This design comes from an exercise in tuning for small area and a short achievable clock period on the open sky130 flow, not from production work. Power is estimated from default activity; no workload was simulated.

== violet ==
// btb_top
module btb_top (
    input  logic        CLK,
    input  logic        RST,
    input  logic        lookup_en,
    input  logic [31:0] lookup_pc,
    output logic        pred_hit,
    output logic        pred_taken,
    output logic [31:0] pred_target,
    input  logic        update_en,
    input  logic [31:0] update_pc,
    input  logic        update_taken,
    input  logic [31:0] update_target,
    input  logic        update_mispredict,
    input  logic        flush_all,
    output logic [15:0] lookup_count,
    output logic [15:0] mispredict_count
);
Size: roughly 2700 cells after synthesis, ~1000 flip-flops, roughly 170 I/O pins.
==> flow/config.mk <==
export PLATFORM = sky130hd
export DESIGN_NAME = btb_top
export DESIGN_NICKNAME = btb_top
export VERILOG_FILES = /design/flow/design.v
export SDC_FILE = /design/flow/constraint.sdc
export NUM_CORES = 4
export LEC_CHECK = 0
export CAP_MARGIN = 20
export CORE_MARGIN = 2
export CORE_UTILIZATION = 68
export SETUP_SLACK_MARGIN = 2.0
export SLEW_MARGIN = 20
==> flow/constraint.sdc <==
create_clock -name core_clock -period 7.0 [get_ports {CLK}]
set_input_delay 1.4000 -clock core_clock [delete_from_list [all_inputs] [get_ports {CLK}]]
set_output_delay 1.4000 -clock core_clock [all_outputs]
set_load 0.01 [all_outputs]
standard.sh (not shown) runs the stock make flow with config.mk's settings and CLKGATE_MAP_FILE= SYNTH_SCRIPT=/design/flow/synth_recipe.tcl, a recipe that flattens the netlist after the stock synthesis.
==> flow/flow/run.sh <==
#!/bin/bash
bash standard.sh MATCH_CELL_FOOTPRINT=0 finish > standard.log 2>&1
The flow did not stop early for violet: all stages ran, and the layout cleared the timing, DRC and antenna checks.
Inputs modified between violet and maple:
- SETUP_SLACK_MARGIN changed from 2.0 to 3.0
- CORE_UTILIZATION changed from 68 to 55
### Flow results
maple went all the way through the flow, and no timing, DRC or antenna check failed. maple vs violet on share of total power in combinational logic: maple is the higher one. Across both runs, final worst-path setup slack was higher for maple than for violet. The lower count of vias placed by the detailed router of violet and maple is in maple. The delay contributed by the slowest stage of the critical path of maple falls short of that of violet by 0.19 ns. Die area: maple worse than violet. maple against violet: share of post-route cells with drive strength above 1 shows an increase of 3.7 points; summed area of non-filler cells in the final layout went up; global routing met3 resource utilization now sits lower. Shortest period the worst path allows came out lower on maple than on violet.
What lagoon does differently from maple at the input level:
- SETUP_SLACK_MARGIN: 3.0 -> 2.0
- CTS_CLUSTER_SIZE: unset -> 30
- CTS_BUF_LIST: unset -> sky130_fd_sc_hd__clkbuf_8
==> flow/run.sh (new file) <==
#!/bin/bash
# synth_recipe.tcl (not shown) runs the flow's synth.tcl, then flattens the netlist and writes it again
# the make line also repeats each setting of config.mk as NAME=value (left out here)
make -C /OpenROAD-flow-scripts/flow DESIGN_CONFIG=/design/flow/config.mk WORK_HOME=/design/flow/orfs CLKGATE_MAP_FILE= SYNTH_SCRIPT=/design/flow/synth_recipe.tcl finish
removed: flow/flow/run.sh
removed: flow/standard.sh
Results
Compared to maple, lagoon has number of standard cells in the final layout excluding fillers about 1.1% higher.
Final period demand of the worst path for lagoon is higher than for maple.
[compare] base=maple new=lagoon: share of synthesized area occupied by flip-flops and latches held steady, setup slack shrank by 0.047 ns, area of the multi-input gates shrank by 450 um^2.
Setup changes, lagoon to zinc
- CTS_CLUSTER_SIZE no longer set, was 30
- CTS_BUF_LIST no longer set, was sky130_fd_sc_hd__clkbuf_8
- PLACE_DENSITY now 0.8, previously not set
==> flow/flow/run.sh (new file) <==
#!/bin/bash
bash standard.sh MATCH_CELL_FOOTPRINT=0 finish > standard.log 2>&1
==> flow/standard.sh (new file) <==
#!/bin/bash
# synth_recipe.tcl (not shown) runs the flow's synth.tcl, then flattens the netlist and writes it again
# the make line also repeats each setting of config.mk as NAME=value (left out here)
make -C /OpenROAD-flow-scripts/flow DESIGN_CONFIG=/design/flow/config.mk WORK_HOME=/design/flow/orfs CLKGATE_MAP_FILE= SYNTH_SCRIPT=/design/flow/synth_recipe.tcl "${@:-finish}"
removed: flow/run.sh
- All of lagoon and zinc finish clean.
- Higher post-detailed-placement cell area was reported by zinc, not lagoon.
- What lagoon reported for pin count of the biggest net entering global routing has to be multiplied by 0.79 to get the figure for zinc.
- zinc ends up with lower number of inserted filler cells in the final layout than lagoon does.
- The half-perimeter wire length after placement of zinc was inferior to that of lagoon.
- zinc gives more total routing resource utilization after global routing than lagoon did.
- Looking at ratio of final minimum period to clock period across lagoon and zinc, the one that comes out lower is zinc.
- Delta (zinc minus lagoon): combinational cell fraction of total power now smaller; number of antenna violations at the first check in global routing saw a decrease.
Edits applied to the flow inputs when going from zinc to yarrow:
- a deleted PLACE_DENSITY that had been 0.8
==> flow/run.sh (new file) <==
#!/bin/bash
# synth_recipe.tcl (not shown) runs the flow's synth.tcl, then flattens the netlist and writes it again
# the make line also repeats each setting of config.mk as NAME=value (left out here)
make -C /OpenROAD-flow-scripts/flow DESIGN_CONFIG=/design/flow/config.mk WORK_HOME=/design/flow/orfs CLKGATE_MAP_FILE= SYNTH_SCRIPT=/design/flow/synth_recipe.tcl finish
removed: flow/flow/run.sh
removed: flow/standard.sh
--- outcome ---
Of zinc and yarrow, the run reporting the higher met1 capacity usage during global routing was zinc.
Run comparison: zinc launching element of the worst setup path lookup_pc[15]; yarrow launching element of the worst setup path lookup_pc[12]
yarrow vs. zinc: stage delay of the slowest cell on the critical path now larger, detailed-router iteration count before antenna repair comparable, path depth of the worst reg2reg path now smaller, sequential cell area share now smaller, via count now smaller.
Summary of yarrow over zinc: die extent in x level, aggregate routed wire length went down.
### yarrow -> pepper
- SETUP_SLACK_MARGIN now 3.0, was 2.0
### Flow results
In the reports for pepper and yarrow, the smaller post-placement setup slack belongs to pepper. pepper: non-clock buffer total of the final layout is 54 higher than what yarrow reported. Side by side, wire length turned out higher in pepper than in yarrow.
No run of this note included a check of the RTL's function; only the layout flow was run.

* * *

btb_top again, from the RTL that the note above started with.
==> flow/design.v (excerpt) <==
module btb_top (
    input  logic        CLK,
    input  logic        RST,
    input  logic        lookup_en,
    input  logic [31:0] lookup_pc,
    output logic        pred_hit,
    output logic        pred_taken,
    output logic [31:0] pred_target,
    input  logic        update_en,
    input  logic [31:0] update_pc,
    input  logic        update_taken,
    input  logic [31:0] update_target,
    input  logic        update_mispredict,
    input  logic        flush_all,
    output logic [15:0] lookup_count,
    output logic [15:0] mispredict_count
);
clock: 7.0 ns
lec_check: 0
cap_margin: 20
core_margin: 2
core_utilization: 55
setup_slack_margin: 2.0
slew_margin: 20
==> flow/flow/run.sh <==
#!/bin/bash
# Standard layout, with the sizer free to change footprints and the lookup
# pins grouped on one edge and the update pins on the opposite one.
F=$(cd "$(dirname "$0")" && pwd)
bash standard.sh MATCH_CELL_FOOTPRINT=0 PRE_IO_PLACEMENT_TCL=$F/pins.tcl finish > standard.log 2>&1
==> flow/flow/pins.tcl <==
set lk {}
for {set i 2} {$i < 32} {incr i} { lappend lk "lookup_pc\[$i\]" }
for {set i 0} {$i < 32} {incr i} { lappend lk "pred_target\[$i\]" }
lappend lk pred_hit pred_taken
set up {}
for {set i 0} {$i < 32} {incr i} { lappend up "update_pc\[$i\]" "update_target\[$i\]" }
lappend up update_en update_taken flush_all
set_io_pin_constraint -pin_names $lk -region left:*
set_io_pin_constraint -pin_names $up -region right:*
The starting point completed without violations.
==> next run, changes <==
==> flow/flow/run.sh (replaced) <==
#!/bin/bash
bash standard.sh MATCH_CELL_FOOTPRINT=0 finish > standard.log 2>&1
removed: flow/flow/pins.tcl
Outcome:
- clock-buffer cell count decreases by 6
- die area does not change
- wire length is lower by 5.4%
- worst hold slack barely changes
- via count falls by 3.2%
==> next run, changes <==
==> flow/flow/run.sh (replaced) <==
#!/bin/bash
bash standard.sh > standard.log 2>&1
Effect: The new run completed with no timing, DRC or antenna violations. Non-clock buffer count went up by 20. First-iteration DRC count hardly moves. Worst setup slack degrades by 0.22 ns. Global-route usage went up by 0.28 points.
No run of this note included a check of the RTL's function; only the layout flow was run.

* * *

== run A ==
btb_top, a different RTL version from the one above (not shown whole).
For scale: about 2,500 cells after synthesis, roughly 1,000 flip-flops, about 42,000 sq um of cells after synthesis.
clock: 7.0 ns
lec_check: 0
cap_margin: 20
core_margin: 2
core_utilization: 40
setup_slack_margin: 3.0
slew_margin: 20
run.sh (not shown) runs the stock make flow with config.mk's settings and CLKGATE_MAP_FILE= SYNTH_SCRIPT=/design/flow/synth_recipe.tcl, a recipe that flattens the netlist after the stock synthesis.
Stock flow here: none of the scripts above is used.
Run A completed; timing, DRC and antenna clean
Inputs modified between run A and run B:
Settings: a change of SETUP_SLACK_MARGIN from 3.0 to 2.0; a change of CORE_UTILIZATION from 40 to 55.
==> flow/flow/run.sh (new file) <==
#!/bin/bash
bash standard.sh MATCH_CELL_FOOTPRINT=0 finish > standard.log 2>&1
==> flow/standard.sh (new file) <==
#!/bin/bash
# synth_recipe.tcl (not shown) runs the flow's synth.tcl, then flattens the netlist and writes it again
# the make line also repeats each setting of config.mk as NAME=value (left out here)
make -C /OpenROAD-flow-scripts/flow DESIGN_CONFIG=/design/flow/config.mk WORK_HOME=/design/flow/orfs CLKGATE_MAP_FILE= SYNTH_SCRIPT=/design/flow/synth_recipe.tcl "${@:-finish}"
removed: flow/run.sh
Results
Comparing the two runs side by side, run B comes out behind run A on relative slew slack.
Diff run B..run A | worst endpoint required time | negligible
Comparing run B against run A, there is no change at all in number of synthesized flops with an enable pin.
Run B vs. run A: number of vias after detailed routing went down; setup slack went up.
On starting utilization of the core area, the lower figure sits with run A, not run B.
Comparing run B and run A, first-pass GRT wire length is lower on run B.
Relative to run A, the initial detailed-routing violation count of run B is lower by about 7%.
Where hold slack is concerned, run A is better than run B.
In run B, portion of total power attributed to the clock network is lower than in run A.
--- input diff run B..run C ---
==> flow/run.sh (new file) <==
#!/bin/bash
# synth_recipe.tcl (not shown) runs the flow's synth.tcl, then flattens the netlist and writes it again
# the make line also repeats each setting of config.mk as NAME=value (left out here)
make -C /OpenROAD-flow-scripts/flow DESIGN_CONFIG=/design/flow/config.mk WORK_HOME=/design/flow/orfs CLKGATE_MAP_FILE= SYNTH_SCRIPT=/design/flow/synth_recipe.tcl finish
removed: flow/flow/run.sh
removed: flow/standard.sh
### Flow results
- For cell area power density, run B and run C come out practically identical.
- Diff run B and run C: arrival time at the worst endpoint lower in run B
- Against run B, run C comes in 0.31% higher on global-route wire length before repair.
- Run B has a higher slew at the pin closest to its max-slew limit than run C.
- Met1 routed wirelength after detailed routing essentially unchanged between run B and run C.
- Summary — worst-case headroom to the max-slew limit, run C relative to run B: higher, by 1.2 points.
- There was hardly any difference in routed length on met2 between run B and run C.
- The final cell utilization of the core was comparable across run B and run C.
- Register share of the cell area across run B and run C: no real change.
- Comparing run B with run C, the fraction of area in multi-input gates came out essentially unchanged.
- Run B and run C ended up with nearly the same worst slack on hold paths.
No run of this note included a check of the RTL's function; only the layout flow was run.

## afterwards: timing with drivers on the ports
How much do the figures lean on ideal ports? The routed layouts below were timed once more, with nothing changed but the port constraints.
Step 1 sets driving cells, clkbuf_16 on the clock port and buf_2 on the other inputs (assumed; they add their load-dependent delay and slew).
Step 2 also shifts input and output timing later by t, the mid clock arrival at the registers, as if the neighbouring blocks saw the same clock.
Three values: no drivers, after step 1, after step 2; two values: the first two.
run	shift t [ns]	setup WS [ns]	hold slack, ns	worst register clock-pin slew, ns
violet	0.737	1.475 / 1.445 / 1.353	0.488 / 0.488 / 0.488	0.08 / 0.08
maple	0.744	1.519 / 1.471 / 1.471	0.484 / 0.484 / 0.484	0.07 / 0.07
lagoon	0.901	1.473 / 1.423 / 1.171	0.489 / 0.489 / 0.489	0.07 / 0.07
zinc	0.761	1.570 / 1.480 / 1.414	0.504 / 0.504 / 0.504	0.07 / 0.07
yarrow	0.744	1.487 / 1.457 / 1.390	0.490 / 0.490 / 0.490	0.07 / 0.07
pepper	0.743	1.440 / 1.414 / 1.414	0.498 / 0.498 / 0.498	0.07 / 0.07
the first run of note 2	0.748	1.481 / 1.312 / 1.312	0.492 / 0.492 / 0.492	0.07 / 0.07
the second run of note 2	0.744	1.703 / 1.623 / 1.331	0.490 / 0.490 / 0.490	0.07 / 0.07
the third run of note 2	0.744	1.487 / 1.457 / 1.390	0.490 / 0.490 / 0.490	0.07 / 0.07
run A	0.736	0.695 / 0.628 / 0.628	0.504 / 0.504 / 0.504	0.07 / 0.07
run B	0.743	0.810 / 0.599 / 0.599	0.498 / 0.498 / 0.498	0.06 / 0.06
run C	0.748	0.721 / 0.540 / 0.540	0.500 / 0.500 / 0.500	0.06 / 0.06
After both steps every run listed still meets setup and hold. The setup slack of the second run of note 2, which loses most, moves by -0.080 ns with the drivers and by -0.372 ns with both steps.
